What follows belongs to an exercise in optimizing a design on an open flow for small area, a short achievable clock period and few clock cycles per item; a production flow would make more cautious choices. At most, simulation tests tie the RTL to the original design; equivalence was not proved. Only the layout flow was run in run 3; the RTL was not checked for function there. Power figures rest on the tool's default switching activity, not on a simulated workload.

==> config.mk <==
export PLATFORM = sky130hd
export DESIGN_NAME = vpu_sp_top
export DESIGN_NICKNAME = vpu_sp_top
export VERILOG_FILES = /design/flow/design.v
export SDC_FILE = /design/flow/constraint.sdc
export NUM_CORES = 4
export LEC_CHECK = 0
export CAP_MARGIN = 20
export CORE_MARGIN = 2
export CORE_UTILIZATION = 40
export CTS_CLUSTER_DIAMETER = 100
export CTS_CLUSTER_SIZE = 25
export SLEW_MARGIN = 75
==> constraint.sdc <==
create_clock -name core_clock -period 11.0 [get_ports {clk}]
set_input_delay 2.2000 -clock core_clock [delete_from_list [all_inputs] [get_ports {clk}]]
set_output_delay 2.2000 -clock core_clock [all_outputs]
set_load 0.01 [all_outputs]
==> design.v <==
package vpu_sp_pkg;
  typedef logic [6:0] sp_size_t;
  typedef struct packed {
    logic                    enable;
    logic [1:0]              tilesize;
    logic [8:0]              x;
    logic [7:0]              y;
    logic [2-1:0] tile_bank;
    logic [8-1:0]  tile_idx;
    logic                    pal_mode;
    logic [1:0]              pal_bank;
    logic [3:0]              pal_no;
  } sp_attr_t;
  typedef struct packed {
    logic       valid;
    logic       last;
    logic [8:0] x;
    logic       pal_mode;
    logic [1:0] pal_bank;
    logic [3:0] pal_no;
    logic [7:0] idx;
  } sp_pix_t;
  typedef struct packed {
    logic [7:0] a;
    logic [7:0] r;
    logic [7:0] g;
    logic [7:0] b;
  } sp_argb_t;
  function automatic sp_size_t sp_size(input logic [1:0] tilesize);
    sp_size = 8 << tilesize;
  endfunction
endpackage
package vpu_mem_pkg;
  typedef struct packed {
    logic                     en;
    logic [4-1:0] addr;
  } param_req_t;
  typedef struct packed {
    logic                    en;
    logic [16-1:0] addr;
  } tile_req_t;
  typedef struct packed {
    logic                   en;
    logic [10-1:0] addr;
  } pal_req_t;
  typedef struct packed {
    logic                  rd_en;
    logic [8-1:0] rd_addr;
    logic                  wr_en;
    logic [8-1:0] wr_addr;
    logic [31:0]           wdata;
  } lb_req_t;
endpackage
`timescale 1ns/100ps
module vpu_sp_mix (
  input  logic [7:0] x0,
  input  logic [7:0] x1,
  input  logic [7:0] sel,
  input  logic       keep,
  output logic [8:0] hi_a,
  output logic [8:0] hi_b,
  output logic       c7
);
  logic [7:0] m [8];
  logic       inc;
  logic [15:0] ra;
  logic [15:0] rb;
  logic [7:0]  lo;
  always_comb begin
    for (int i = 0; i < 8; i++) m[i] = sel[i] ? x1 : x0;
    inc = keep && (m[0] != 8'd0);
  end
  logic w1, w2, w3, w4, w5, w6, w7, w8, w9, w10, w11, w12, w13, w14, w15, w16, w17, w18, w19, w20, w21, w22, w23, w24, w25, w26, w27, w28, w29, w30, w31, w32, w33, w34, w35, w36, w37, w38, w39, w40, w41, w42, w43, w44, w45, w46, w47, w48, w49, w50, w51, w52, w53, w54, w55, w56, w57, w58, w59, w60, w61, w62, w63, w64, w65, w66, w67, w68, w69, w70, w71, w72, w73, w74, w75, w76, w77, w78, w79, w80, w81, w82, w83, w84;
  assign w1 = m[0][6] ^ m[1][5];
  assign w2 = m[0][6] & m[1][5];
  assign w3 = (m[0][7] ^ m[1][6]) ^ m[2][5];
  assign w4 = (m[0][7] & m[2][5]) | (m[1][6] & (m[0][7] | m[2][5]));
  assign w5 = m[3][4] ^ m[4][3];
  assign w6 = m[3][4] & m[4][3];
  assign w7 = (m[1][7] ^ m[2][6]) ^ m[3][5];
  assign w8 = (m[1][7] & m[3][5]) | (m[2][6] & (m[1][7] | m[3][5]));
  assign w9 = (m[4][4] ^ m[5][3]) ^ m[6][2];
  assign w10 = (m[4][4] & m[6][2]) | (m[5][3] & (m[4][4] | m[6][2]));
  assign w11 = (m[2][7] ^ m[3][6]) ^ m[4][5];
  assign w12 = (m[2][7] & m[4][5]) | (m[3][6] & (m[2][7] | m[4][5]));
  assign w13 = m[0][4] ^ m[1][3];
  assign w14 = m[0][4] & m[1][3];
  assign w15 = (m[0][5] ^ m[1][4]) ^ m[2][3];
  assign w16 = (m[0][5] & m[2][3]) | (m[1][4] & (m[0][5] | m[2][3]));
  assign w17 = m[3][2] ^ m[4][1];
  assign w18 = m[3][2] & m[4][1];
  assign w19 = (w1 ^ m[2][4]) ^ m[3][3];
  assign w20 = (w1 & m[3][3]) | (m[2][4] & (w1 | m[3][3]));
  assign w21 = (m[4][2] ^ m[5][1]) ^ m[6][0];
  assign w22 = (m[4][2] & m[6][0]) | (m[5][1] & (m[4][2] | m[6][0]));
  assign w23 = (w2 ^ w3) ^ w5;
  assign w24 = (w2 & w5) | (w3 & (w2 | w5));
  assign w25 = (m[5][2] ^ m[6][1]) ^ m[7][0];
  assign w26 = (m[5][2] & m[7][0]) | (m[6][1] & (m[5][2] | m[7][0]));
  assign w27 = (w4 ^ w6) ^ w7;
  assign w28 = (w4 & w7) | (w6 & (w4 | w7));
  assign w29 = (w9 ^ m[7][1]) ^ inc;
  assign w30 = (w9 & inc) | (m[7][1] & (w9 | inc));
  assign w31 = (w8 ^ w10) ^ w11;
  assign w32 = (w8 & w11) | (w10 & (w8 | w11));
  assign w33 = (m[5][4] ^ m[6][3]) ^ m[7][2];
  assign w34 = (m[5][4] & m[7][2]) | (m[6][3] & (m[5][4] | m[7][2]));
  assign w35 = (w12 ^ m[3][7]) ^ m[4][6];
  assign w36 = (w12 & m[4][6]) | (m[3][7] & (w12 | m[4][6]));
  assign w37 = (m[5][5] ^ m[6][4]) ^ m[7][3];
  assign w38 = (m[5][5] & m[7][3]) | (m[6][4] & (m[5][5] | m[7][3]));
  assign w39 = (m[4][7] ^ m[5][6]) ^ m[6][5];
  assign w40 = (m[4][7] & m[6][5]) | (m[5][6] & (m[4][7] | m[6][5]));
  assign w41 = m[0][3] ^ m[1][2];
  assign w42 = m[0][3] & m[1][2];
  assign w43 = (w13 ^ m[2][2]) ^ m[3][1];
  assign w44 = (w13 & m[3][1]) | (m[2][2] & (w13 | m[3][1]));
  assign w45 = (w14 ^ w15) ^ w17;
  assign w46 = (w14 & w17) | (w15 & (w14 | w17));
  assign w47 = (w16 ^ w18) ^ w19;
  assign w48 = (w16 & w19) | (w18 & (w16 | w19));
  assign w49 = (w20 ^ w22) ^ w23;
  assign w50 = (w20 & w23) | (w22 & (w20 | w23));
  assign w51 = (w24 ^ w26) ^ w27;
  assign w52 = (w24 & w27) | (w26 & (w24 | w27));
  assign w53 = (w28 ^ w30) ^ w31;
  assign w54 = (w28 & w31) | (w30 & (w28 | w31));
  assign w55 = (w32 ^ w34) ^ w35;
  assign w56 = (w32 & w35) | (w34 & (w32 | w35));
  assign w57 = (w36 ^ w38) ^ w39;
  assign w58 = (w36 & w39) | (w38 & (w36 | w39));
  assign w59 = (w40 ^ m[5][7]) ^ m[6][6];
  assign w60 = (w40 & m[6][6]) | (m[5][7] & (w40 | m[6][6]));
  assign w61 = m[0][2] ^ m[1][1];
  assign w62 = m[0][2] & m[1][1];
  assign w63 = (w41 ^ m[2][1]) ^ m[3][0];
  assign w64 = (w41 & m[3][0]) | (m[2][1] & (w41 | m[3][0]));
  assign w65 = (w42 ^ w43) ^ m[4][0];
  assign w66 = (w42 & m[4][0]) | (w43 & (w42 | m[4][0]));
  assign w67 = (w44 ^ w45) ^ m[5][0];
  assign w68 = (w44 & m[5][0]) | (w45 & (w44 | m[5][0]));
  assign w69 = (w46 ^ w47) ^ w21;
  assign w70 = (w46 & w21) | (w47 & (w46 | w21));
  assign w71 = (w48 ^ w49) ^ w25;
  assign w72 = (w48 & w25) | (w49 & (w48 | w25));
  assign w73 = (w50 ^ w51) ^ w29;
  assign w74 = (w50 & w29) | (w51 & (w50 | w29));
  assign w75 = (w52 ^ w53) ^ w33;
  assign w76 = (w52 & w33) | (w53 & (w52 | w33));
  assign w77 = (w54 ^ w55) ^ w37;
  assign w78 = (w54 & w37) | (w55 & (w54 | w37));
  assign w79 = (w56 ^ w57) ^ m[7][4];
  assign w80 = (w56 & m[7][4]) | (w57 & (w56 | m[7][4]));
  assign w81 = (w58 ^ w59) ^ m[7][5];
  assign w82 = (w58 & m[7][5]) | (w59 & (w58 | m[7][5]));
  assign w83 = (w60 ^ m[6][7]) ^ m[7][6];
  assign w84 = (w60 & m[7][6]) | (m[6][7] & (w60 | m[7][6]));
  assign ra = {1'b0, w84, w82, w80, w78, w76, w74, w72, w70, w68, w66, w64, w62, w61, m[0][1], m[0][0]};
  assign rb = {1'b0, m[7][7], w83, w81, w79, w77, w75, w73, w71, w69, w67, w65, w63, m[2][0], m[1][0], 1'b0};
  assign lo   = {1'b0, ra[6:0]} + {1'b0, rb[6:0]};
  assign c7   = lo[7];
  assign hi_a = ra[15:7];
  assign hi_b = rb[15:7];
endmodule
module vpu_sp_color_merge (
  input  logic [31:0] src,
  input  logic [31:0] dst,
  input  logic [7:0]  a_n,
  input  logic        a_zero,
  input  logic        a_full,
  output logic [7:0]  res_a,
  output logic [53:0] hi,
  output logic [2:0]  c7
);
  logic [8:0] a_sum;
  assign a_sum      = {1'b0, dst[31:24]} + {1'b0, src[31:24]};
  assign res_a = a_zero ? dst[31:24] : a_full ? 8'd255 : a_sum[8:1];
  vpu_sp_mix u_r (.x0(dst[23:16]), .x1(src[23:16]), .sel(src[31:24]), .keep(a_zero | a_full), .hi_a(hi[53:45]), .hi_b(hi[44:36]), .c7(c7[2]));
  vpu_sp_mix u_g (.x0(src[15:8]),   .x1(dst[15:8]),  .sel(a_n),        .keep(a_zero | a_full), .hi_a(hi[35:27]), .hi_b(hi[26:18]), .c7(c7[1]));
  vpu_sp_mix u_b (.x0(dst[7:0]),    .x1(src[7:0]),   .sel(src[31:24]), .keep(a_zero | a_full), .hi_a(hi[17:9]), .hi_b(hi[8:0]), .c7(c7[0]));
endmodule
`timescale 1ns/100ps
module vpu_sp (
  input  logic                   clk,
  input  logic                   rst_n,
  input  logic                   line_start,
  input  logic [7:0]             line_y,
  output logic                   busy,
  output logic                   line_done,
  output vpu_mem_pkg::param_req_t param_req,
  input  logic [31:0]            param_rdata,
  output vpu_mem_pkg::tile_req_t tile_req,
  input  logic [7:0]             tile_rdata,
  output vpu_mem_pkg::pal_req_t  pal_req,
  input  logic [31:0]            pal_rdata,
  output vpu_mem_pkg::lb_req_t   lb_req,
  input  vpu_sp_pkg::sp_argb_t   lb_rdata
);
  logic       accept;
  logic [7:0] cur_y;
  logic [2:0] f_idx;       
  logic       f_word;      
  logic       f_req;       
  logic       f_done;      
  logic       w0_arr;      
  logic       w1_arr;      
  logic [1:0] w_s;
  logic [7:0] w_x;
  logic [5:0] w_oy;        
  logic       w_oyb;       
  logic [1:0] w_yh;        
  logic       k_act;
  logic [1:0] k_bank;
  logic [7:0] k_t;
  logic [2:0] k_oyr;
  logic [2:0] k_oxr;
  logic [2:0] k_oxh;
  logic [1:0] k_s;
  logic [7:0] k_x;
  logic       k_took;      
  logic       p1_v;
  logic       p1_f;        
  logic       p2_f;
  logic [7:0] p1_x;
  logic [6:0] p1_pal;
  logic       p2_v;
  logic [9:0] p2_pal_addr;
  logic [7:0] p2_x;
  logic       p3_v;
  logic [7:0] p3_x;
  logic       p4_v;
  logic [7:0] p4_x;
  logic [31:0] p4_src;
  logic [31:0] p4_dst;
  logic [7:0] p4_an;       
  logic       p4_az;
  logic       p4_af;
  logic       p5_v;
  logic [7:0] p5_x;
  logic [7:0] p5_a;
  logic [53:0] p5_hi;
  logic [2:0] p5_c7;
  logic       p6_v;
  logic [7:0] p6_x;
  logic [31:0] p6_res;
  assign accept = !busy && line_start;
  logic [8:0] oy9;
  logic       vis_y;
  logic [2:0] oy_hi_mask;
  always_comb begin
    oy9 = {{1'b0, cur_y[7:6]} - {1'b0, w_yh} - {2'd0, w_oyb}, w_oy};
    case (w_s)
      2'd0: oy_hi_mask = 3'b111;
      2'd1: oy_hi_mask = 3'b110;
      2'd2: oy_hi_mask = 3'b100;
      default: oy_hi_mask = 3'b000;
    endcase
    vis_y = !oy9[8] && (oy9[7:6] == 2'b00) && ((oy9[5:3] & oy_hi_mask) == 3'b000);
  end
  logic       k_last;
  logic       k_free;
  logic       hazard;
  logic       take;
  logic       skip;        
  logic       next_sp;     
  logic [8:0] k_dx;
  always_comb begin
    logic [2:0] oxh_mask;
    case (k_s)
      2'd0: oxh_mask = 3'b000;
      2'd1: oxh_mask = 3'b001;
      2'd2: oxh_mask = 3'b011;
      default: oxh_mask = 3'b111;
    endcase
    k_last  = (k_x == 8'd255) || ((k_oxr == 3'd7) && ((k_oxh & oxh_mask) == oxh_mask));
    k_free  = !k_act || k_last;
    k_dx    = {1'b0, k_x} - {1'b0, w_x};
    hazard  = (k_act || p1_v || p2_v || p3_v)
           && (k_took || p1_f || p2_f || (!k_dx[8] && k_dx[7:3] == 5'd0 && k_dx[2:0] != 3'd7));
    take    = w1_arr && vis_y && k_free && !hazard;
    skip    = (w0_arr && (!param_rdata[31] || param_rdata[16])) || (w1_arr && !vis_y);
    next_sp = take || skip;
  end
  always_ff @(posedge clk) begin
    if (!rst_n) begin
      busy      <= 1'b0;
      line_done <= 1'b0;
      f_req     <= 1'b0;
      f_done    <= 1'b0;
      w0_arr    <= 1'b0;
      w1_arr    <= 1'b0;
      k_act     <= 1'b0;
      k_took    <= 1'b0;
      p1_v      <= 1'b0;
      p1_f      <= 1'b0;
      p2_f      <= 1'b0;
      p2_v      <= 1'b0;
      p3_v      <= 1'b0;
      p4_v      <= 1'b0;
      p5_v      <= 1'b0;
      p6_v      <= 1'b0;
    end else begin
      line_done <= 1'b0;
      w0_arr    <= f_req && !f_word;
      w1_arr    <= f_req && f_word && !next_sp;
      if (accept) begin
        busy   <= 1'b1;
        f_req  <= 1'b1;
        f_done <= 1'b0;
      end else if (busy && f_done && !k_act && !p1_v && !p2_v && !p3_v && !p4_v && !p5_v) begin
        busy      <= 1'b0;
        line_done <= 1'b1;
      end
      if (next_sp && f_idx == 3'd7) begin
        f_req  <= 1'b0;
        f_done <= 1'b1;
      end
      if (take)                 k_act <= 1'b1;
      else if (k_act && k_last) k_act <= 1'b0;
      k_took <= take;
      p1_v <= k_act;
      p1_f <= k_took;
      p2_f <= p1_f;
      p2_v <= p1_v;
      p3_v <= p2_v;
      p4_v <= p3_v;
      p5_v <= p4_v;
      p6_v <= p5_v;
    end
  end
  always_ff @(posedge clk) begin
    if (accept) begin
      cur_y  <= line_y;
      f_idx  <= 3'd0;
      f_word <= 1'b0;
    end else if (f_req) begin
      if (next_sp) begin
        f_idx  <= f_idx + 3'd1;
        f_word <= 1'b0;
      end else begin
        f_word <= 1'b1;
      end
    end
    if (w0_arr) begin
      w_s <= param_rdata[25:24];
      w_x <= param_rdata[15:8];
      {w_oyb, w_oy} <= {1'b0, cur_y[5:0]} - {1'b0, param_rdata[5:0]};
      w_yh <= param_rdata[7:6];
    end
    if (k_free) begin
      k_bank <= param_rdata[29:28];
      k_t    <= param_rdata[23:16] + ({5'd0, oy9[5:3]} << w_s);
      k_oyr  <= oy9[2:0];
      k_oxr  <= 3'd0;
      k_oxh  <= 3'd0;
      k_s    <= w_s;
    end else begin
      k_oxr <= k_oxr + 3'd1;
      if (k_oxr == 3'd7) begin
        k_t   <= k_t + 8'd1;
        k_oxh <= k_oxh + 3'd1;
      end
    end
    if (take)        k_x <= w_x;
    else if (!k_free) k_x <= k_x + 8'd1;
    p1_x   <= k_x;
    if (k_took) p1_pal <= {param_rdata[6], param_rdata[5:4], param_rdata[3:0]};
    p2_x        <= p1_x;
    p2_pal_addr <= p1_pal[6] ? {p1_pal[5:4], p1_pal[3:0], tile_rdata[3:0]}
                             : {p1_pal[5:4], tile_rdata};
    p3_x   <= p2_x;
    p4_x   <= p3_x;
    p4_src <= pal_rdata;
    p4_dst <= lb_rdata;
    p4_an  <= ~pal_rdata[31:24];
    p4_az  <= (pal_rdata[31:24] == 8'd0);
    p4_af  <= (pal_rdata[31:24] == 8'd255);
    p5_x   <= p4_x;
    p5_a   <= blend_a;
    p5_hi  <= blend_hi;
    p5_c7  <= blend_c7;
    p6_x   <= p5_x;
    p6_res <= {p5_a, blend_r[8:1], blend_g[8:1], blend_b[8:1]};
  end
  logic [7:0]  blend_a;
  logic [53:0] blend_hi;
  logic [2:0]  blend_c7;
  logic [8:0]  blend_r;
  logic [8:0]  blend_g;
  logic [8:0]  blend_b;
  assign blend_r = p5_hi[53:45] + p5_hi[44:36] + {8'd0, p5_c7[2]};
  assign blend_g = p5_hi[35:27] + p5_hi[26:18] + {8'd0, p5_c7[1]};
  assign blend_b = p5_hi[17:9]  + p5_hi[8:0]   + {8'd0, p5_c7[0]};
  vpu_sp_color_merge u_color_merge (
    .src (p4_src),
    .dst (p4_dst),
    .a_n    (p4_an),
    .a_zero (p4_az),
    .a_full (p4_af),
    .res_a  (blend_a),
    .hi     (blend_hi),
    .c7     (blend_c7)
  );
  assign param_req.en   = f_req;
  assign param_req.addr = {f_idx, f_word};
  assign tile_req.en    = k_act;
  assign tile_req.addr  = {k_bank, k_t, k_oyr, k_oxr};
  assign pal_req.en     = p2_v;
  assign pal_req.addr   = p2_pal_addr;
  assign lb_req.rd_en   = p2_v;
  assign lb_req.rd_addr = p2_x;
  assign lb_req.wr_en   = p6_v;
  assign lb_req.wr_addr = p6_x;
  assign lb_req.wdata   = p6_res;
endmodule
`timescale 1ns/100ps
module vpu_sp_top (
  input  logic        clk,
  input  logic        rst_n,
  input  logic        line_start,
  input  logic [7:0]  line_y,
  output logic        busy,
  output logic        line_done,
  output logic        param_req_en,
  output logic [3:0]  param_req_addr,
  input  logic [31:0] param_rdata,
  output logic        tile_req_en,
  output logic [15:0] tile_req_addr,
  input  logic [7:0]  tile_rdata,
  output logic        pal_req_en,
  output logic [9:0]  pal_req_addr,
  input  logic [31:0] pal_rdata,
  output logic        lb_rd_en,
  output logic [7:0]  lb_rd_addr,
  output logic        lb_wr_en,
  output logic [7:0]  lb_wr_addr,
  output logic [31:0] lb_wdata,
  input  logic [31:0] lb_rdata
);
  vpu_mem_pkg::param_req_t param_req;
  vpu_mem_pkg::tile_req_t  tile_req;
  vpu_mem_pkg::pal_req_t   pal_req;
  vpu_mem_pkg::lb_req_t    lb_req;
  vpu_sp u_sp (
    .clk         (clk),
    .rst_n       (rst_n),
    .line_start  (line_start),
    .line_y      (line_y),
    .busy        (busy),
    .line_done   (line_done),
    .param_req   (param_req),
    .param_rdata (param_rdata),
    .tile_req    (tile_req),
    .tile_rdata  (tile_rdata),
    .pal_req     (pal_req),
    .pal_rdata   (pal_rdata),
    .lb_req      (lb_req),
    .lb_rdata    (lb_rdata)
  );
  assign param_req_en   = param_req.en;
  assign param_req_addr = param_req.addr;
  assign tile_req_en    = tile_req.en;
  assign tile_req_addr  = tile_req.addr;
  assign pal_req_en     = pal_req.en;
  assign pal_req_addr   = pal_req.addr;
  assign lb_rd_en       = lb_req.rd_en;
  assign lb_rd_addr     = lb_req.rd_addr;
  assign lb_wr_en       = lb_req.wr_en;
  assign lb_wr_addr     = lb_req.wr_addr;
  assign lb_wdata       = lb_req.wdata;
endmodule
==> flow/run.sh <==
#!/bin/bash
# The standard layout, except that each port gets the smallest buffer
# (buf_1) instead of the one buffer_ports picks by default.
set -euo pipefail
export BUFFER_PORTS_ARGS="-buffer_cell sky130_fd_sc_hd__buf_1"
bash standard.sh finish > standard_flow.log 2>&1
==> standard.sh <==
#!/bin/bash
# synth_recipe.tcl (not shown) runs the flow's synth.tcl, then flattens the netlist and writes it again
# the make line also repeats each setting of config.mk as NAME=value (left out here)
make -C /OpenROAD-flow-scripts/flow DESIGN_CONFIG=/design/flow/config.mk WORK_HOME=/design/flow/orfs CLKGATE_MAP_FILE= SYNTH_SCRIPT=/design/flow/synth_recipe.tcl "${@:-finish}"
==> metrics.md, run 1 <==
| Metric | Value |
|---|---|
| Clock skew after layout | roughly 0.016 ns |
| Final setup TNS | 0 ns |
| Longest Clk Path Bufs | 3 |
| Worst slew pin tran | 0.346 ns |
| Flops & latches, synth | 306 |
| Synth Instances | 1,257 |
| Leakage power | 7.42 nW |
| PortBufs | 196 |
| Mux cell area share after synthesis | between 10% and 20% |
| Horiz. Die Dim | 198 microns |
| CP max-delay cell | fa_1 |
| Cell Pwr Density | 182 mW/mm^2 |
| Slew HR | 76.3% |
| FF-to-FF setup slack | 7.44 ns |
| GRT Resource Usage Total | 15.7% |
| Final Util | 45.4% |
| Initial detailed-routing violation count | 318 |
| Setup-failing EPs final | 0 |
| Slew Limit Fails | 0 |
| Synth top cells by count | dfxtp_1, inv_1, fa_1 |
| DR pass1 iterations | 4 |
| Mapped Avg Cell Area | 12.0 sq um |
| Worst hold stages | 0 |
| CTS Root Cell | clkbuf_16 |
| Die area | 0.0394 sq mm |
| Startpoint Class | flop |
| Clk pin slew, worst setup/hold paths | 0.09 ns |
| Crit path cell chain | buf_4 -> mux2_2 -> ha_1 -> inv_1 -> fa_1 -> inv_1 -> fa_1 -> fa_1 -> ha_1 -> a21oi_1 -> o21ai_0 |
| Fillers | 3,517 |
| Most frequent cell after synthesis | dfxtp_1 |
| Initial antenna violation count | 3 |
| Clk latency of the worst-skew pair | 0.52 ns |
| RePlAce Congestion | a little under 0.8 |
| Hold_sp | u_sp.p5_x[6]$_DFF_P_ |
| Largest net degree at the start of global routing | 27 |
| Vias per cell | approximately 4.7 |
| Post-synthesis simple-gate area fraction | 4.86% |
| Initial Utilization | between 40 and 50% |
| Max VDD drop | 0.112 mV |
| Share of cells above drive strength 1 | between 10% and 20% |
| Die Height | 198 microns |
| # hold bufs at CTS | 0 |
| Cells taking the most area after synthesis | dfxtp_1, fa_1, edfxtp_1 |
| Clock power frac | 21.6% |
| Internal | 0.00211 W |
| Syn_nets | 1,580 |
| Total chip power | 0.00310 W |
| Final ANT Viol Nets | 0 |
| Synth warn | 3 |
| Fin cells | between 1,500 and 2,000 |
| CTS H-Tree Depth | 1 |
| EDFF count, synth | 57 |
| Core area | 0.0374 sq mm |
| Compound-Gate Fraction of Synth Area | 5.55% |
| Vias in the first global route | 9,649 |
| Yosys top cell area share | between 30% and 40% |
| Via count | 9,285 |
| FFs w/ async S/R, synth | 0% |
| Final hold violation count | 0 |
| Xor/xnor cell area share of the yosys netlist | 2.78% |
| CP Max Fanout | 18 |
| Worst Hold End | u_sp.p6_x[6]$_DFF_P_ |
| Hold Path Class | reg -> reg |
| Drt wl/cell | 15.2 microns |
| Hpwl dp | 22.6 mm |
| Comb pwr share | 32.5% |
| Post-synthesis cell type count | 50 |
| Sw Share | 31.7% |
| Post-CTS Setup Bufs | 0 |
| Main combinational cell family by area after synthesis | adder cells |
| RSZ-0062 raised after global routing | no |
| Worst R2R Path Depth | 11 |
| Drt drc | 0 |
| Worst EP arrival | 3.95 ns |
| Reg2reg start | u_sp.p4_src[24]$_DFF_P_ |
| Adder-Cell Fraction of Synth Area | a little under a quarter |
| CTS tree | built |
| Nets | 1,767 |
| First-pass GRT wire length | 49.2 mm |
| Top FF cell, synth | dfxtp_1 |
| Worst EP required | between 10 and 15 ns |
| CP peak stage delay | 0.53 ns |
| Clock Sinks | 306 |
| Rows | 71 |
| Max Cap Viol | 0 |
| Seq pwr share | 46.0% |
| Fmax | 0.281 GHz |
| Post-cts gate resize count | 0 |
| Status | complete, no violations |
| Cell Area, Synth | between 0.015 and 0.02 sq mm |
| Post-synth top area cell | dfxtp_1 |
| Reg2reg end | u_sp.p5_c7[0]$_DFF_P_ |
| Number of buffers created by CTS | 16 |
| CP endpoint kind | flop |
| Grt ovf | 0 |
| Clock period minus worst slack | 3.56 ns |
| Sequential area share after synthesis | 44.3% |
| # IOs | 200 |
| Area growth syn-to-layout | 12.4% |
| Switching Power | between 0.0009 and 0.001 W |
| Placed cell count | 1,937 |
| Final wirelength | 29.9 mm |
| Crit share post-route | 32.4% |
| Cell mode on critical path | fa_1 |
| Worst setup path class | reg -> reg |
==> flip-flops by register name (all words and copies together), names as in the netlist, 8 cells and up <==
| signal | cells |
|---|---|
| u_sp.cur_y | 8 |
| u_sp.k_t | 8 |
| u_sp.k_x | 8 |
| u_sp.p1_x | 8 |
| u_sp.p2_pal_addr | 10 |
| u_sp.p2_x | 8 |
| u_sp.p3_x | 8 |
| u_sp.p4_an | 8 |
| u_sp.p4_dst | 32 |
| u_sp.p4_src | 32 |
| u_sp.p4_x | 8 |
| u_sp.p5_a | 8 |
| u_sp.p5_hi | 48 |
| u_sp.p5_x | 8 |
| u_sp.p6_res | 32 |
| u_sp.p6_x | 8 |
| u_sp.w_x | 8 |
==> layout by cell type (no fill, tap or decap), types with 3 or more instances in the layout <==
master     instances
mux2_2            97
o21bai_1           6
clkbuf_1           6
a31o_2             3
xnor2_1           29
nand2b_1          12
o21ai_1            3
fa_1             117
mux2i_1          105
inv_1            169
nand2_1           29
edfxtp_1          57
nor3_1             5
nand3_1           10
or2_2              3
ha_1              91
a21oi_1           62
dfxtp_2           16
buf_4              6
nor3b_1            5
nor2b_1           13
clkbuf_16         17
o21ai_0           27
dfxtp_1          229
nor2_1            35
buf_1            196
xor2_1            19
and2_1             9
nand4_1            7
nor4_1             5
a21o_1            18
dfxtp_4            4
==> worst max path at each step <==
stage | from | endpoint | slack [ns] | depth (start not counted)
after CTS | u_sp.p4_src[24]$_DFF_P_ | u_sp.p5_c7[2]$_DFF_P_ | 7.42 | 11
after floorplan | u_sp.p4_src[24]$_DFF_P_ | u_sp.p5_c7[2]$_DFF_P_ | 7.25 | 12
after detailed placement | param_rdata[16] | u_sp.k_t[6]$_DFFE_PP_ | 7.01 | 11
after global placement | param_rdata[16] | u_sp.k_t[6]$_DFFE_PP_ | 6.98 | 11
final | u_sp.p4_src[24]$_DFF_P_ | u_sp.p5_c7[0]$_DFF_P_ | 7.44 | 11
after global routing | u_sp.p4_src[24]$_DFF_P_ | u_sp.p5_c7[2]$_DFF_P_ | 7.23 | 11
==> stage by stage <==
stage	instance area [sq um]	setup WS [ns]	hold WS (ns)
5_1_grt	17000	7.23	0.337
2_1_floorplan	15100	7.25	0.310
3_3_place_gp	16400	6.98	0.310
3_5_place_dp	16500	7.01	0.312
4_1_cts	17000	7.42	0.326
6_report	17000	7.44	0.332
==> critical path: cells and delay by family, from the launching register on <==
kind                       cells  cell delay (ns)
buffers and inverters          3             0.38
adders and majority gates      5             2.08
DFF                            1             0.34
AOI/OAI and AO/OA              2             0.24
muxes                          1             0.39
==> power by group through the flow <==
| stage | Combinational, W | Clock (W) | Sequential (W) |
|---|---|---|---|
| CTS | 0.00104 | 0.000706 | 0.00143 |
| global route | 0.00119 | 0.000745 | 0.00144 |
| global placement | 0.00101 | 0 | 0.00145 |
| finish | 0.00101 | 0.000667 | 0.00142 |
| detailed placement | 0.00102 | 0 | 0.00145 |
| floorplan | 0.000741 | 0 | 0.00145 |
==> metal layers <==
metal  up-vias  track usage [%]  routed length [microns]
met5         -                0                       16
met4         2             3.95                      521
met3        31             4.48                     2030
met2       175             26.6                    14000
met1      4520             19.9                    13300
li1       4557                -                        -
==> layout make-up <==
| type | instances | area (sq um) | share of cell area [%] |
|---|---|---|---|
| antenna | 2 | 5.00 | 0.0295 |
| clock buffer | 23 | 448 | 2.64 |
| clock inverter | 3 | 47.5 | 0.280 |
| inverter | 170 | 638 | 3.76 |
| multi-input combinational | 745 | 7670 | 45.2 |
| sequential | 306 | 6730 | 39.6 |
| tap | 511 | 639 | 3.76 |
| timing repair buffer | 205 | 808 | 4.76 |
==> logic make-up (layout without fill, tap and decap cells) <==
| group | count (synthesis) | after routing |
|---|---|---|
| flip-flops | 306 | 306 |
| adder cells (fa/ha/maj) | 208 | 208 |
| buffers and inverters | 206 | 401 |
| multiplexers | 203 | 203 |
| AND/OR/NAND/NOR | 145 | 145 |
| AO/OA/AOI/OAI | 141 | 141 |
| XOR/XNOR | 48 | 48 |
| other | 0 | 2 |
Testbench counts, summed over its fixed seeds: cycles 50,398, lines 512.
==> run 2: changes to the inputs <==
--- a/config.mk
+++ b/config.mk
@@ -8,6 +8,7 @@
 export CAP_MARGIN = 20
 export CORE_MARGIN = 2
 export CORE_UTILIZATION = 40
-export CTS_CLUSTER_DIAMETER = 100
-export CTS_CLUSTER_SIZE = 25
+export CTS_BUF_LIST = sky130_fd_sc_hd__clkbuf_8
+export CTS_CLUSTER_DIAMETER = 80
+export CTS_CLUSTER_SIZE = 16
 export SLEW_MARGIN = 75
==> run 2 against run 1 <==
First-iteration DRC count rose by 5.0%. Critical path type unchanged. Highest routed layer unchanged. Fmax barely moved. Hold slack worse by 0.011 ns. Area after synthesis stayed put. Critical endpoint unchanged. Sequential share of layout area increased by 0.12 points. Largest power group unchanged. Clock skew is 0.0064 ns higher. Non-clock buffer count stayed put. Count of clock-buffer cells in the layout rose by 2. Utilization decreased by 0.14 points. Flip-flop and latch count did not move.
==> metrics.md, run 2 <==
| Metric | Value |
|---|---|
| Status | complete, no violations |
| Initial antenna violation count | 3 |
| Max Cap Viol | 0 |
| Hpwl dp | 22.6 mm |
| Setup-failing EPs final | 0 |
| Clock power frac | between 10% and 20% |
| Commonest non-fill, non-tap cell in the layout | dfxtp_1 |
| Max VDD drop | 0.0948 mV |
| Crit share post-route | 32.4% |
| RSZ-0062 raised after global routing | no |
| Post-synthesis cell type count | 50 |
| Synth top cells by count | dfxtp_1, inv_1, fa_1 |
| Post-CTS Setup Bufs | 0 |
| Met3 WL | 2.09 mm |
| Startpoint Class | flop |
| Top Family by Delay on Critical Path | adder cells |
| Mapped Avg Cell Area | 12.0 sq um |
| Initial Utilization | 40.4% |
| Clock Sinks | between 300 and 400 |
| PortBufs | approximately 200 |
| Share of cells above drive strength 1 | 11.9% |
| Worst setup path class | reg -> reg |
| Slew HR | 75.8% |
| Final wirelength | 30.1 mm |
| Buffers & Inverters on Critical Path | 3 |
| Wl on met1 | 13.2 mm |
| Largest register FFs | 48 |
| # IOs | 200 |
| Post-synth top area cell | dfxtp_1 |
| Longest Clk Path Bufs | 3 |
| CP endpoint kind | flop |
| Clk pin slew, worst setup/hold paths | approximately 0.1 ns |
| Clk latency of the worst-skew pair | 0.60 ns |
| Synth Instances | 1,257 |
| Adder-Cell Fraction of Synth Area | 23.0% |
| Final setup TNS | 0 ns |
| Largest net degree at the start of global routing | 23 |
| Main combinational cell family by area after synthesis | adder cells |
| Most frequent cell after synthesis | dfxtp_1 |
| Uppermost layer routed | met5 |
| CP Max Fanout | 18 |
| Cell Pwr Density | 179 mW/mm^2 |
| Yosys top cell area share | 33.0% |
| Worst slew pin tran | about 0.35 ns |
| Cell Area, Synth | 0.0151 sq mm |
| Syn_nets | 1,580 |
| Metal2 WL | 14.2 mm |
| Worst EP required | 11.47 ns |
| Slew Limit Fails | 0 |
| Clock skew after layout | 0.0225 ns |
| Internal | 0.00202 W |
| Crit path cell chain | buf_4 -> mux2_2 -> ha_1 -> inv_1 -> fa_1 -> inv_1 -> fa_1 -> fa_1 -> ha_1 -> a21oi_1 -> o21ai_0 |
| Core area | approximately 0.037 sq mm |
| CTS H-Tree Depth | 1 |
| Top FF cell, synth | dfxtp_1 |
| CP peak stage delay | 0.53 ns |
| Grt ovf | 0 |
| Final ANT Viol Nets | 0 |
| First-pass GRT wire length | 49.6 mm |
| Compound-Gate Fraction of Synth Area | 5.55% |
| Synth warn | 3 |
| Sw Share | 33.2% |
| Vias in the first global route | 9,794 |
| Die area | 0.0394 sq mm |
| Leakage power | 7.44 nW |
| Most frequent cells in the layout | dfxtp_1, buf_1, inv_1 |
| Xor/xnor cell area share of the yosys netlist | 2.78% |
| Rows | 71 |
| Top reg by flops | u_sp.p5_hi |
| Via count | 9,361 |
| RePlAce Congestion | 0.776 |
| Cells taking the most area after synthesis | dfxtp_1, fa_1, edfxtp_1 |
| Number of buffers created by CTS | 25 |
| Nets | between 1,500 and 2,000 |
| Area growth syn-to-layout | 12.1% |
| CTS tree | built |
| Worst EP arrival | 4.03 ns |
| Post-cts gate resize count | 0 |
| Vias per cell | 4.73 |
| FFs w/ async S/R, synth | 0% |
| Fmax | 0.281 GHz |
| Total chip power | between 0.003 and 0.004 W |
| Cell mode on critical path | fa_1 |
| CTS Root Cell | clkbuf_8 |
| Mux cell area share after synthesis | between 10 and 15% |
| Final hold violation count | 0 |
| # hold bufs at CTS | 0 |
| Post-synthesis simple-gate area fraction | roughly 4.9% |
| Horiz. Die Dim | 198 microns |
| Switching Power | 0.00100 W |
| Hold Path Class | reg -> reg |
| Drt drc | 0 |
| EDFF count, synth | 57 |
| CP max-delay cell | fa_1 |
| Drt wl/cell | 15.2 microns |
| Seq pwr share | roughly 47% |
| GRT Resource Usage Total | 15.8% |
| Flops & latches, synth | 306 |
| Comb pwr share | 33.2% |
| Initial detailed-routing violation count | 334 |
| Die Height | between 150 and 200 microns |
| DR pass1 iterations | 6 |
| Sequential area share after synthesis | 44.3% |
| Clock period minus worst slack | between 3 and 4 ns |
-- run 2: cell counts after synthesis --
Identical to the previous run, type by type.
-- run 2: final timing paths --
check / from / endpoint / slack (ns) / cells after the start
max: u_sp.p4_src[24]$_DFF_P_ / u_sp.p5_c7[0]$_DFF_P_ / 7.44 / 11
min: u_sp.p1_pal[5]$_DFFE_PP_ / u_sp.p2_pal_addr[9]$_DFF_P_ / 0.32 / 0
max reg2reg: u_sp.p4_src[24]$_DFF_P_ / u_sp.p5_c7[0]$_DFF_P_ / 7.44 / 11
min reg2reg: u_sp.p1_pal[5]$_DFFE_PP_ / u_sp.p2_pal_addr[9]$_DFF_P_ / 0.32 / 0
-- run 2: cell families after synthesis --
group                    Yosys count
flip-flops                       306
adder cells (fa/ha/maj)          208
buffers and inverters            206
multiplexers                     203
AND/OR/NAND/NOR                  145
AO/OA/AOI/OAI                    141
XOR/XNOR                          48
-- run 2: power by group through the flow --
| stage | logic (W) | registers (W) | clock network [W] |
|---|---|---|---|
| finish | 0.00101 | 0.00142 | 0.000600 |
| global route | 0.00119 | 0.00144 | 0.000674 |
| CTS | 0.00104 | 0.00143 | 0.000640 |
| detailed placement | 0.00102 | 0.00145 | 0 |
| global placement | 0.00101 | 0.00145 | 0 |
| floorplan | 0.000741 | 0.00145 | 0 |
-- run 2: layer usage --
metal	track usage [%]	vias up
met5	0	-
met3	4.75	42
li1	-	4580
met2	27.0	184
met1	19.7	4553
met4	3.56	2
-- run 2: worst register-to-register path, stage by stage, from the launching register on --
cell and delay, ns:
dfxtp_1 0.34, buf_4 0.27, mux2_2 0.40, ha_1 0.29, inv_1 0.06, fa_1 0.53
inv_1 0.05, fa_1 0.46, fa_1 0.48, ha_1 0.32, a21oi_1 0.12, o21ai_0 0.12
-- run 2: metrics by stage --
stage	cell area (sq um)	hold WS [ns]	instances	utilization, %	setup WS, ns
final	16900	0.321	1978	45.3	7.44
after global routing	16900	0.325	1977	45.3	7.24
after CTS	16900	0.321	1977	45.2	7.42
after detailed placement	16500	0.312	1937	44.0	7.01
after global placement	16400	0.310	1934	43.8	6.98
after floorplan	15100	0.310	1257	-	7.25
-- run 2: cell type report --
cell class	instances	area, sq um
Clock buffer	25	344
Tap cell	511	639
Sequential cell	306	6730
Clock inverter	15	103
Multi-Input combinational cell	745	7670
Inverter	170	638
Timing Repair Buffer	205	808
Fill cell	3533	20500
Antenna cell	1	2.50
==> run 3: changes to the inputs <==
--- a/design.v
+++ b/design.v
@@ -198,8 +198,10 @@
 );
   logic       accept;
   logic [7:0] cur_y;
+  localparam logic [1:0] F_W0 = 2'd0, F_W1 = 2'd1, F_SPEC = 2'd2, F_POLL = 2'd3;
+  logic [1:0] f_st;
   logic [2:0] f_idx;       
-  logic       f_word;      
+  logic [3:0] f_addr;      
   logic       f_req;       
   logic       f_done;      
   logic       w0_arr;      
@@ -217,10 +219,11 @@
   logic [2:0] k_oxh;
   logic [1:0] k_s;
   logic [7:0] k_x;
-  logic       k_took;      
+  logic [6:0] k_pal;       
+  logic       hz1;         
+  logic       hz2;         
+  logic       hz3;         
   logic       p1_v;
-  logic       p1_f;        
-  logic       p2_f;
   logic [7:0] p1_x;
   logic [6:0] p1_pal;
   logic       p2_v;
@@ -263,7 +266,12 @@
   logic       take;
   logic       skip;        
   logic       next_sp;     
-  logic [8:0] k_dx;
+  logic       f_last;
+  function automatic logic near(input logic v, input logic [7:0] x, input logic [7:0] base);
+    logic [5:0] xm1;
+    xm1  = x[7:2] - 6'd1;
+    near = v && ((x[7:2] == base[7:2]) || (xm1 == base[7:2]));
+  endfunction
   always_comb begin
     logic [2:0] oxh_mask;
     case (k_s)
@@ -274,12 +282,11 @@
     endcase
     k_last  = (k_x == 8'd255) || ((k_oxr == 3'd7) && ((k_oxh & oxh_mask) == oxh_mask));
     k_free  = !k_act || k_last;
-    k_dx    = {1'b0, k_x} - {1'b0, w_x};
-    hazard  = (k_act || p1_v || p2_v || p3_v)
-           && (k_took || p1_f || p2_f || (!k_dx[8] && k_dx[7:3] == 5'd0 && k_dx[2:0] != 3'd7));
+    hazard  = near(k_act, k_x, w_x) || hz1 || hz2 || hz3;
     take    = w1_arr && vis_y && k_free && !hazard;
     skip    = (w0_arr && (!param_rdata[31] || param_rdata[16])) || (w1_arr && !vis_y);
     next_sp = take || skip;
+    f_last  = (f_idx == 3'd7);
   end
   always_ff @(posedge clk) begin
     if (!rst_n) begin
@@ -290,10 +297,7 @@
       w0_arr    <= 1'b0;
       w1_arr    <= 1'b0;
       k_act     <= 1'b0;
-      k_took    <= 1'b0;
       p1_v      <= 1'b0;
-      p1_f      <= 1'b0;
-      p2_f      <= 1'b0;
       p2_v      <= 1'b0;
       p3_v      <= 1'b0;
       p4_v      <= 1'b0;
@@ -301,8 +305,8 @@
       p6_v      <= 1'b0;
     end else begin
       line_done <= 1'b0;
-      w0_arr    <= f_req && !f_word;
-      w1_arr    <= f_req && f_word && !next_sp;
+      w0_arr    <= f_req && ((f_st == F_W0) || (f_st == F_SPEC && next_sp));
+      w1_arr    <= f_req && (f_st == F_W1 || f_st == F_POLL) && !next_sp;
       if (accept) begin
         busy   <= 1'b1;
         f_req  <= 1'b1;
@@ -311,16 +315,13 @@
         busy      <= 1'b0;
         line_done <= 1'b1;
       end
-      if (next_sp && f_idx == 3'd7) begin
+      if (next_sp && f_last && f_st != F_SPEC) begin
         f_req  <= 1'b0;
         f_done <= 1'b1;
       end
       if (take)                 k_act <= 1'b1;
       else if (k_act && k_last) k_act <= 1'b0;
-      k_took <= take;
       p1_v <= k_act;
-      p1_f <= k_took;
-      p2_f <= p1_f;
       p2_v <= p1_v;
       p3_v <= p2_v;
       p4_v <= p3_v;
@@ -331,15 +332,46 @@
   always_ff @(posedge clk) begin
     if (accept) begin
       cur_y  <= line_y;
+      f_st   <= F_W0;
       f_idx  <= 3'd0;
-      f_word <= 1'b0;
+      f_addr <= 4'd0;
     end else if (f_req) begin
-      if (next_sp) begin
-        f_idx  <= f_idx + 3'd1;
-        f_word <= 1'b0;
-      end else begin
-        f_word <= 1'b1;
-      end
+      case (f_st)
+        F_W0: begin
+          f_st   <= F_W1;
+          f_addr <= {f_idx, 1'b1};
+        end
+        F_W1: begin
+          if (next_sp) begin
+            f_st   <= F_W0;
+            f_idx  <= f_idx + 3'd1;
+            f_addr <= {f_idx + 3'd1, 1'b0};
+          end else if (f_last) begin
+            f_st   <= F_POLL;
+            f_addr <= {f_idx, 1'b1};
+          end else begin
+            f_st   <= F_SPEC;
+            f_addr <= {f_idx + 3'd1, 1'b0};
+          end
+        end
+        F_SPEC: begin
+          if (next_sp) begin
+            f_st   <= F_W1;
+            f_idx  <= f_idx + 3'd1;
+            f_addr <= {f_idx + 3'd1, 1'b1};
+          end else begin
+            f_st   <= F_POLL;
+            f_addr <= {f_idx, 1'b1};
+          end
+        end
+        default: begin
+          if (next_sp) begin
+            f_st   <= F_W0;
+            f_idx  <= f_idx + 3'd1;
+            f_addr <= {f_idx + 3'd1, 1'b0};
+          end
+        end
+      endcase
     end
     if (w0_arr) begin
       w_s <= param_rdata[25:24];
@@ -347,6 +379,9 @@
       {w_oyb, w_oy} <= {1'b0, cur_y[5:0]} - {1'b0, param_rdata[5:0]};
       w_yh <= param_rdata[7:6];
     end
+    hz1 <= near(k_act, k_x,  w0_arr ? param_rdata[15:8] : w_x);
+    hz2 <= near(p1_v,  p1_x, w0_arr ? param_rdata[15:8] : w_x);
+    hz3 <= near(p2_v,  p2_x, w0_arr ? param_rdata[15:8] : w_x);
     if (k_free) begin
       k_bank <= param_rdata[29:28];
       k_t    <= param_rdata[23:16] + ({5'd0, oy9[5:3]} << w_s);
@@ -354,17 +389,18 @@
       k_oxr  <= 3'd0;
       k_oxh  <= 3'd0;
       k_s    <= w_s;
+      k_x    <= w_x;
+      k_pal  <= {param_rdata[6], param_rdata[5:4], param_rdata[3:0]};
     end else begin
       k_oxr <= k_oxr + 3'd1;
       if (k_oxr == 3'd7) begin
         k_t   <= k_t + 8'd1;
         k_oxh <= k_oxh + 3'd1;
       end
+      k_x <= k_x + 8'd1;
     end
-    if (take)        k_x <= w_x;
-    else if (!k_free) k_x <= k_x + 8'd1;
     p1_x   <= k_x;
-    if (k_took) p1_pal <= {param_rdata[6], param_rdata[5:4], param_rdata[3:0]};
+    p1_pal <= k_pal;
     p2_x        <= p1_x;
     p2_pal_addr <= p1_pal[6] ? {p1_pal[5:4], p1_pal[3:0], tile_rdata[3:0]}
                              : {p1_pal[5:4], tile_rdata};
@@ -402,7 +438,7 @@
     .c7     (blend_c7)
   );
   assign param_req.en   = f_req;
-  assign param_req.addr = {f_idx, f_word};
+  assign param_req.addr = f_addr;
   assign tile_req.en    = k_act;
   assign tile_req.addr  = {k_bank, k_t, k_oyr, k_oxr};
   assign pal_req.en     = p2_v;
--- a/config.mk
+++ b/config.mk
@@ -8,7 +8,6 @@
 export CAP_MARGIN = 20
 export CORE_MARGIN = 2
 export CORE_UTILIZATION = 40
-export CTS_BUF_LIST = sky130_fd_sc_hd__clkbuf_8
-export CTS_CLUSTER_DIAMETER = 80
-export CTS_CLUSTER_SIZE = 16
+export CTS_CLUSTER_DIAMETER = 100
+export CTS_CLUSTER_SIZE = 25
 export SLEW_MARGIN = 75
==> run 3 against run 2 <==
First-iteration DRC count rose by 7.2%. Fmax down 9.2%. Clock power grew 14%. Count of clock-buffer cells in the layout decreased by 3. Combinational power increased by 43%. Die area is 6.6% higher. Sequential power increased by 18%. Hold slack improved by 0.0078 ns. Global-route usage rose by 0.56 points.
==> metrics.md, run 3 <==
| Metric | Value |
|---|---|
| Vias in the first global route | 10,594 |
| CP Max Fanout | 8 |
| Clk pin slew, worst setup/hold paths | 0.10 ns |
| CTS H-Tree Depth | 1 |
| Crit share post-route | 35.7% |
| Post-synthesis cell type count | 68 |
| FFs w/ async S/R, synth | 0% |
| Cell Area, Synth | 0.0161 sq mm |
| Die area | roughly 0.042 sq mm |
| Rows | between 70 and 80 |
| Mapped Avg Cell Area | 11.6 sq um |
| Worst setup path class | in -> reg |
| Syn_nets | 1,719 |
| Clock Sinks | 317 |
| Max Cap Viol | 0 |
| Synth top cells by count | dfxtp_1, inv_1, mux2i_1 |
| # IOs | 200 |
| Slew Limit Fails | 0 |
| Worst slew pin tran | 0.363 ns |
| CTS tree | built |
| Clock skew after layout | about 0.023 ns |
| Reg2reg end | u_sp.f_st[1]$_SDFFE_PP0P_ |
| Startpoint Class | primary input |
| Setup-failing EPs final | 0 |
| Yosys top cell area share | 34.0% |
| Synth Instances | 1,396 |
| Number of diodes | 0 |
| # hold bufs at CTS | 0 |
| RSZ-0062 raised after global routing | no |
| GRT Resource Usage Total | around 16% |
| Most frequent cell after synthesis | dfxtp_1 |
| Drt drc | 0 |
| Number of buffers created by CTS | 17 |
| Post-synth top area cell | dfxtp_1 |
| Cell Pwr Density | 210 mW/mm^2 |
| Area growth syn-to-layout | 12.1% |
| Synth warn | 3 |
| DR pass1 iterations | 6 |
| Initial detailed-routing violation count | 358 |
| First-pass GRT wire length | 54.9 mm |
| Worst EP required | 11.43 ns |
| Die Height | 205 microns |
| Post-cts gate resize count | 0 |
| Via count | ~10,000 |
| Top reg by flops | u_sp.p5_hi |
| Share of cells above drive strength 1 | around a tenth |
| Most frequent cells in the layout | dfxtp_1, buf_1, inv_1 |
| Worst R2R Path Depth | 14 |
| Clock period minus worst slack | 3.92 ns |
| Hpwl dp | 24.9 mm |
| Vias per cell | 4.78 |
| Worst hold stages | 0 |
| Final wirelength | ~33 mm |
| Longest Clk Path Bufs | 3 |
| Worst Hold End | u_sp.p6_res[25]$_DFF_P_ |
| Cells taking the most area after synthesis | dfxtp_1, fa_1, mux2i_1 |
| Largest net degree at the start of global routing | 53 |
| Max VDD drop | between 0.09 and 0.1 mV |
| Fmax | 0.255 GHz |
| Setup WS pre-CTS | 6.56 ns |
| Top FF cell, synth | dfxtp_1 |
| Initial antenna violation count | 0 |
| Hold Path Class | reg -> reg |
| Sequential area share after synthesis | 42.0% |
| Reg2reg start | u_sp.w_yh[0]$_DFFE_PP_ |
| PortBufs | 196 |
| Final setup TNS | 0 ns |
| Status | complete, no violations |
| Clk latency of the worst-skew pair | 0.53 ns |
| Commonest non-fill, non-tap cell in the layout | dfxtp_1 |
| CP endpoint kind | flop |
| Flops & latches, synth | roughly 320 |
| RePlAce Congestion | 0.803 |
| FF-to-FF setup slack | 7.15 ns |
| EDFF count, synth | between 40 and 50 |
| Leakage power | 7.91 nW |
| Worst EP arrival | 4.36 ns |
| Horiz. Die Dim | 205 microns |
| Drt wl/cell | 15.7 microns |
| Final ANT Viol Nets | 0 |
| Post-CTS Setup Bufs | 0 |
| Slew HR | 75.7% |
| Core area | 0.0397 sq mm |
| Grt ovf | 0 |
| Nets | 1,897 |
| Final hold violation count | 0 |
| Largest register FFs | 48 |
| Setup ws final | 7.08 ns |
| CTS Root Cell | clkbuf_16 |
| Initial Utilization | 40.6% |
| Hold_sp | u_sp.p5_a[1]$_DFF_P_ |
run 3: cell count changes in the layout (fill, tap and decap cells not counted), moves of 10 or more:
cell and delta:
o21ai_0 +14, mux2_2 -35, clkbuf_16 +17, a21oi_1 -13, xnor2_1 +25, nor2b_1 +10
mux2i_1 +32, clkbuf_8 -24, nor2_1 +17, dfxtp_1 +23, edfxtp_1 -14
run 3: metrics by stage:
step                cell area [sq um]  hold slack [ns]  utilization (%)  instances  power [W]
floorplan                       16100            0.310                -       1396    0.00276
global placement                17400            0.310             43.7       2074    0.00308
CTS                             18000            0.323             45.3       2103    0.00386
global route                    18100            0.331             45.5       2105    0.00416
finish                          18100            0.329             45.5       2105    0.00380
detailed placement              17500            0.312             44.1       2078    0.00316
run 3: kinds of logic after synthesis:
logic type               count (synthesis)  share of synthesized area (%)
multiplexers                           207                           13.4
flip-flops                             317                           42.0
AO/OA/AOI/OAI                          163                           6.67
AND/OR/NAND/NOR                        188                           6.27
XOR/XNOR                                80                           4.39
adder cells (fa/ha/maj)                208                           21.5
buffers and inverters                  233                           5.73
run 3: area by class of cell:
type                    count  area [sq um]
repair buffers            211           881
inverters                 181           681
well taps                 525           657
flip-flops and latches    317          6810
fillers                  3803         21700
clock buffers              22           454
clock inverters             3          36.3
multi-input cells         846          8550
run 3: worst max-delay path, cell delays in order:
cell and delay (ns):
buf_1 0.10, nand2b_1 0.21, a221oi_4 0.28, o31ai_4 0.12, clkdlybuf4s18_2 0.28, clkdlybuf4s18_2 0.29, o31ai_4 0.25, clkdlybuf4s18_2 0.31
nor2_1 0.06, a221oi_1 0.24
run 3: layer usage:
| metal | GRT usage (%) | part of all wire [%] | vias to the layer above |
|---|---|---|---|
| met5 | 0 | 0 | - |
| met4 | 3.80 | 1.6 | 0 |
| met3 | 3.64 | 6.2 | 27 |
| met2 | 28.5 | 49 | 187 |
| met1 | 20.7 | 44 | 4856 |
| li1 | - | - | 4991 |
run 3: worst max path at each step:
stage                      startpoint                          end  slack [ns]
5_1_grt        u_sp.w_yh[0]$_DFFE_PP_    u_sp.f_st[1]$_SDFFE_PP0P_        6.88
3_5_place_dp          param_rdata[16]  u_sp.f_addr[1]$_SDFFE_PP0P_        6.56
3_3_place_gp          param_rdata[13]             u_sp.hz3$_DFF_P_        6.75
4_1_cts               param_rdata[16]  u_sp.f_addr[1]$_SDFFE_PP0P_        7.09
6_report              param_rdata[16]  u_sp.f_addr[1]$_SDFFE_PP0P_        7.08
2_1_floorplan         param_rdata[17]        u_sp.k_t[7]$_DFFE_PP_        7.18
run 3: power by group:
group	internal, W	switching (W)	total (W)
combinational	0.000677	0.000766	0.00144
sequential	0.00147	0.000204	0.00168
clock	0.000300	0.000383	0.000683

-- re-timing with driven ports --
How much do the figures lean on ideal ports? The routed layouts below were timed once more, with nothing changed but the port constraints. Step 1, drivers: a clkbuf_16 drives clk and a buf_2 each remaining input, both assumed. Step 2 times the ports against the registers' clock, not the clock port: input delays grow and output delays shrink by t, the midpoint of the rising clock arrivals with the driver on. Three values: ideal ports, drivers, drivers and shift; two values: the first two.
| run | shift t [ns] | setup WS [ns] | hold WS [ns] | clock arrival spread, ns | pins driven straight from the clock port |
|---|---|---|---|---|---|
| run 1 | 0.562 | 7.437 / 7.437 / 7.023 | 0.332 / 0.332 / 0.332 | 0.016 / 0.017 | 1 |
| run 2 | 0.643 | 7.441 / 7.441 / 7.035 | 0.321 / 0.321 / 0.321 | 0.028 / 0.029 | 1 |
| run 3 | 0.575 | 7.078 / 7.112 / 6.537 | 0.329 / 0.329 / 0.329 | 0.025 / 0.025 | 1 |
After both steps setup and hold are still met in every run listed. The setup slack of run 3, which loses most, moves by +0.034 ns with the drivers and by -0.541 ns with both steps.
